What follows belongs to an exercise in optimizing a design on an open flow for small area, a short achievable clock period and few clock cycles per item; a production flow would make more cautious choices.
Only simulation tests tie the RTL to the original design; equivalence was not proved.

==> flow/design.v (excerpt) <==
module md_ctrl (
   input  logic        Clk,
   input  logic        Reset,
   input  logic        Start,
   input  logic [2:0]  Op,
   input  logic [31:0] A,
   input  logic [31:0] B,
   input  logic        Flush,
   output logic        Busy,
   output logic [31:0] HI,
   output logic [31:0] LO
);
   logic        r_busy;     
   logic        r_busy_o;   
   logic        r_ph;       
   logic        r_fix;      
   logic        r_div;      
   logic        r_uns;      
   logic [2:0]  r_cnt;      
   logic        r_qn;       
   logic        r_rn;       
   logic        r_y15;      
   logic [31:0] r_a;        
   logic [31:0] r_b;        
   logic [31:0] r_p;        
   logic [31:0] r_hi;
   logic [31:0] r_lo;
   logic        w_a16, w_b16, w_swap, w_mshort;
   always_comb begin
      w_a16    = (r_a[31:15] == 17'd0) | (~r_uns & (r_a[31:15] == '1));
      w_b16    = (r_b[31:15] == 17'd0) | (~r_uns & (r_b[31:15] == '1));
      w_swap   = ~r_ph & ~w_b16 & w_a16;
      w_mshort = w_a16 | w_b16;
   end
   logic [16:0] w_z;
   logic [31:0] w_mc;
   logic        w_msg;
   logic [33:0] w_m;
   logic [47:0] w_rows [8];
   logic [47:0] w_negs;
   logic [47:0] w_acc;
   logic [47:0] w_ext;
   logic [47:0] w_sum;
   always_comb begin
      if (r_ph)
         w_z = {r_b[31:16], r_y15};
      else if (w_swap)
         w_z = {r_a[15:0], 1'b0};
      else
         w_z = {r_b[15:0], 1'b0};
      w_mc  = w_swap ? r_b : r_a;
      w_msg = ~r_uns & w_mc[31];
      w_m   = {w_msg, w_msg, w_mc};
      w_negs = '0;
      for (int j = 0; j < 8; j++) begin
         logic z0, z1, z2, neg, one, two;
         logic [33:0] sel;
  ...
For scale: roughly 170 flip-flops.
==> flow/config.mk <==
export PLATFORM = sky130hd
export DESIGN_NAME = md_ctrl
export DESIGN_NICKNAME = md_ctrl
export VERILOG_FILES = /design/flow/design.v
export SDC_FILE = /design/flow/constraint.sdc
export NUM_CORES = 4
export LEC_CHECK = 0
export CAP_MARGIN = 20
export CORE_MARGIN = 2
export CORE_UTILIZATION = 40
export SLEW_MARGIN = 20
==> flow/constraint.sdc <==
create_clock -name core_clock -period 80.0 [get_ports {Clk}]
set_input_delay 16.0000 -clock core_clock [delete_from_list [all_inputs] [get_ports {Clk}]]
set_output_delay 16.0000 -clock core_clock [all_outputs]
set_load 0.01 [all_outputs]
standard.sh (not shown) runs the stock make flow with config.mk's settings and CLKGATE_MAP_FILE= SYNTH_SCRIPT=/design/flow/synth_recipe.tcl, a recipe that flattens the netlist after the stock synthesis.
==> flow/flow/run.sh <==
#!/bin/bash
# Standard layout, except that the port buffers are buf_2 cells rather than
# the default delay buffers, so the fixed input/output delays are not
# lengthened by the port buffers themselves.
set -euo pipefail
export BUFFER_PORTS_ARGS="-buffer_cell sky130_fd_sc_hd__buf_2"
bash standard.sh finish > standard_flow.log 2>&1
Testbench counts at the start, summed over its fixed seeds: cycles 13,576, items 4,800.
Change:
--- a/flow/design.v
+++ b/flow/design.v
@@ -31,73 +31,73 @@
       w_b16    = (r_b[31:15] == 17'd0) | (~r_uns & (r_b[31:15] == '1));
       w_swap   = ~r_ph & ~w_b16 & w_a16;
       w_mshort = w_a16 | w_b16;
    end
    logic [16:0] w_z;
    logic [31:0] w_mc;
    logic        w_msg;
    logic [33:0] w_m;
    logic [47:0] w_rows [8];
-   logic [47:0] w_negs;
+   logic [7:0]  w_neg;
    logic [47:0] w_acc;
    logic [47:0] w_ext;
    logic [47:0] w_sum;
    always_comb begin
       if (r_ph)
          w_z = {r_b[31:16], r_y15};
       else if (w_swap)
          w_z = {r_a[15:0], 1'b0};
       else
          w_z = {r_b[15:0], 1'b0};
       w_mc  = w_swap ? r_b : r_a;
       w_msg = ~r_uns & w_mc[31];
       w_m   = {w_msg, w_msg, w_mc};
-      w_negs = '0;
       for (int j = 0; j < 8; j++) begin
-         logic z0, z1, z2, neg, one, two;
+         logic z0, z1, z2, one, two;
          logic [33:0] sel;
          z0  = w_z[2*j];
          z1  = w_z[2*j+1];
          z2  = w_z[2*j+2];
-         neg = z2 & ~(z1 & z0);
+         w_neg[j] = z2 & ~(z1 & z0);
          one = z1 ^ z0;
          two = (z2 & ~z1 & ~z0) | (~z2 & z1 & z0);
          sel = ({34{one}} & w_m) | ({34{two}} & {w_m[32:0], 1'b0});
-         sel = sel ^ {34{neg}};
+         sel = sel ^ {34{w_neg[j]}};
          w_rows[j] = 48'({~sel[33], sel[32:0]}) << (2*j);
-         w_negs[2*j] = neg;
-      end
-      w_acc = r_ph ? 48'({~r_p[31], r_p[30:0]}) : 48'd0;
+      end
+      for (int j = 0; j < 7; j++)
+         w_rows[j+1][2*j] = w_neg[j];
+      w_acc = 48'({~(r_ph & r_p[31]), r_p[30:0] & {31{r_ph}}});
       w_ext = (r_ph & r_uns & r_b[31]) ? {r_a, 16'd0} : 48'd0;
+      w_ext[14] = w_neg[7];
       w_sum = w_rows[0] + w_rows[1] + w_rows[2] + w_rows[3] +
               w_rows[4] + w_rows[5] + w_rows[6] + w_rows[7] +
-              w_negs + w_acc + w_ext +
-              (r_ph ? 48'h5555_8000_0000 : 48'h5556_0000_0000);
+              w_acc + w_ext + 48'h5555_8000_0000;
    end
    function automatic logic [5:0] bitlen(input logic [31:0] v);
       bitlen = 6'd0;
       for (int i = 0; i < 32; i++)
          if (v[i]) bitlen = 6'(i + 1);
    endfunction
    logic        w_an, w_bn;
    logic [31:0] w_ua, w_ub;
    logic [5:0]  w_la, w_lb;
    logic        w_bz;
    logic        w_short;    
    logic [5:0]  w_nq;       
    logic [2:0]  w_c;        
    logic [2:0]  w_sk;       
    logic [63:0] w_norm;
    always_comb begin
       w_an    = ~r_uns & r_a[31];
       w_bn    = ~r_uns & r_b[31];
-      w_ua    = w_an ? (32'd0 - r_a) : r_a;
-      w_ub    = w_bn ? (32'd0 - r_b) : r_b;
+      w_ua    = (r_fix ? r_qn : w_an) ? (32'd0 - r_a) : r_a;
+      w_ub    = (r_fix ? r_rn : w_bn) ? (32'd0 - r_b) : r_b;
       w_la    = bitlen(w_ua);
       w_lb    = bitlen(w_ub);
       w_bz    = (r_b == 32'd0);
       w_short = (w_la < w_lb);
       w_nq    = w_la - w_lb + 6'd4;
       w_c     = w_nq[4:2];
       w_sk    = 3'd0 - w_nq[4:2];
       w_norm  = {32'd0, w_ua} << {w_sk, 2'b00};
    end
@@ -157,35 +157,31 @@
          r_busy   <= r_busy   ? ~w_done : w_issue;
          r_busy_o <= r_busy_o ? ~w_done : w_issue;
       end
    end
    always_ff @(posedge Clk) begin
       if (!Reset) begin
          r_hi <= 32'd0;
          r_lo <= 32'd0;
       end else if (!r_busy) begin
-         if (Start && !Flush) begin
-            if (Op == 3'd4) r_hi <= A;
-            if (Op == 3'd5) r_lo <= A;
-         end
-      end else if (Flush) begin
-         ;
+         if (Start && !Flush && Op == 3'd4) r_hi <= A;
+         if (Start && !Flush && Op == 3'd5) r_lo <= A;
       end else if (!r_div) begin
          if (r_ph) begin
             r_hi <= w_sum[47:16];
             r_lo <= {w_sum[15:0], r_b[15:0]};
          end else if (w_mshort) begin
             r_hi <= {{16{w_sum[47]}}, w_sum[47:32]};
             r_lo <= w_sum[31:0];
          end
       end else if (r_fix) begin
-         r_hi <= r_rn ? (32'd0 - r_p) : r_p;
-         r_lo <= r_qn ? (32'd0 - r_a) : r_a;
+         r_hi <= w_ub;
+         r_lo <= w_ua;
       end else if (!r_ph) begin
          if (!w_bz && w_short) begin
             r_hi <= r_a;
             r_lo <= 32'd0;
          end
       end else if (r_cnt == 3'd1 && !r_qn && !r_rn) begin
          r_hi <= w_r[4];
          r_lo <= w_q[4];
       end
@@ -211,17 +207,20 @@
             r_rn  <= w_an;
             r_cnt <= w_c;
             r_p   <= w_norm[63:32];
             r_a   <= w_norm[31:0];
             r_b   <= w_ub;
          end else begin
             r_cnt <= r_cnt - 3'd1;
             r_p   <= w_r[4];
             r_a   <= w_q[4];
-            if (r_cnt == 3'd1) r_fix <= 1'b1;
+            if (r_cnt == 3'd1) begin
+               r_fix <= 1'b1;
+               r_b   <= w_r[4];
+            end
          end
       end
    end
    assign Busy = r_busy_o;
    assign HI   = r_hi;
    assign LO   = r_lo;
 endmodule
Result: Setup slack improves by 250 ps. Die area shrinks by a few percent. Hold slack gains 16 ps. Final area drops by a few percent. Clock-buffer cell count stays the same. Cell count went down by a few percent. Via count came out lower by a few percent. Synthesized area goes down by a few percent.
Testbench counts after the change, summed over its fixed seeds: cycles 13,576, items 4,800.

==> separate check: timing with driven ports <==
No port has a modelled driver above. Below, the same layouts with a new extraction and two added sets of constraints. Step 1 sets driving cells, clkbuf_16 on the clock port and buf_2 on the other inputs (assumed; they add their load-dependent delay and slew). Step 2 also shifts input and output timing later by t, the mid clock arrival at the registers, as if the neighbouring blocks saw the same clock. Slacks: ideal / step 1 / step 2; pairs: ideal / step 1.
run	t (ns)	setup WS [ns]	worst setup path after step 2
the first run	0.584	62.370 / 62.409 / 61.825	input to register
the second run	0.532	62.622 / 62.581 / 62.128	input to register
After both steps setup and hold are still met in every run listed. The setup slack of the first run, which loses most, moves by +0.039 ns with the drivers and by -0.545 ns with both steps.
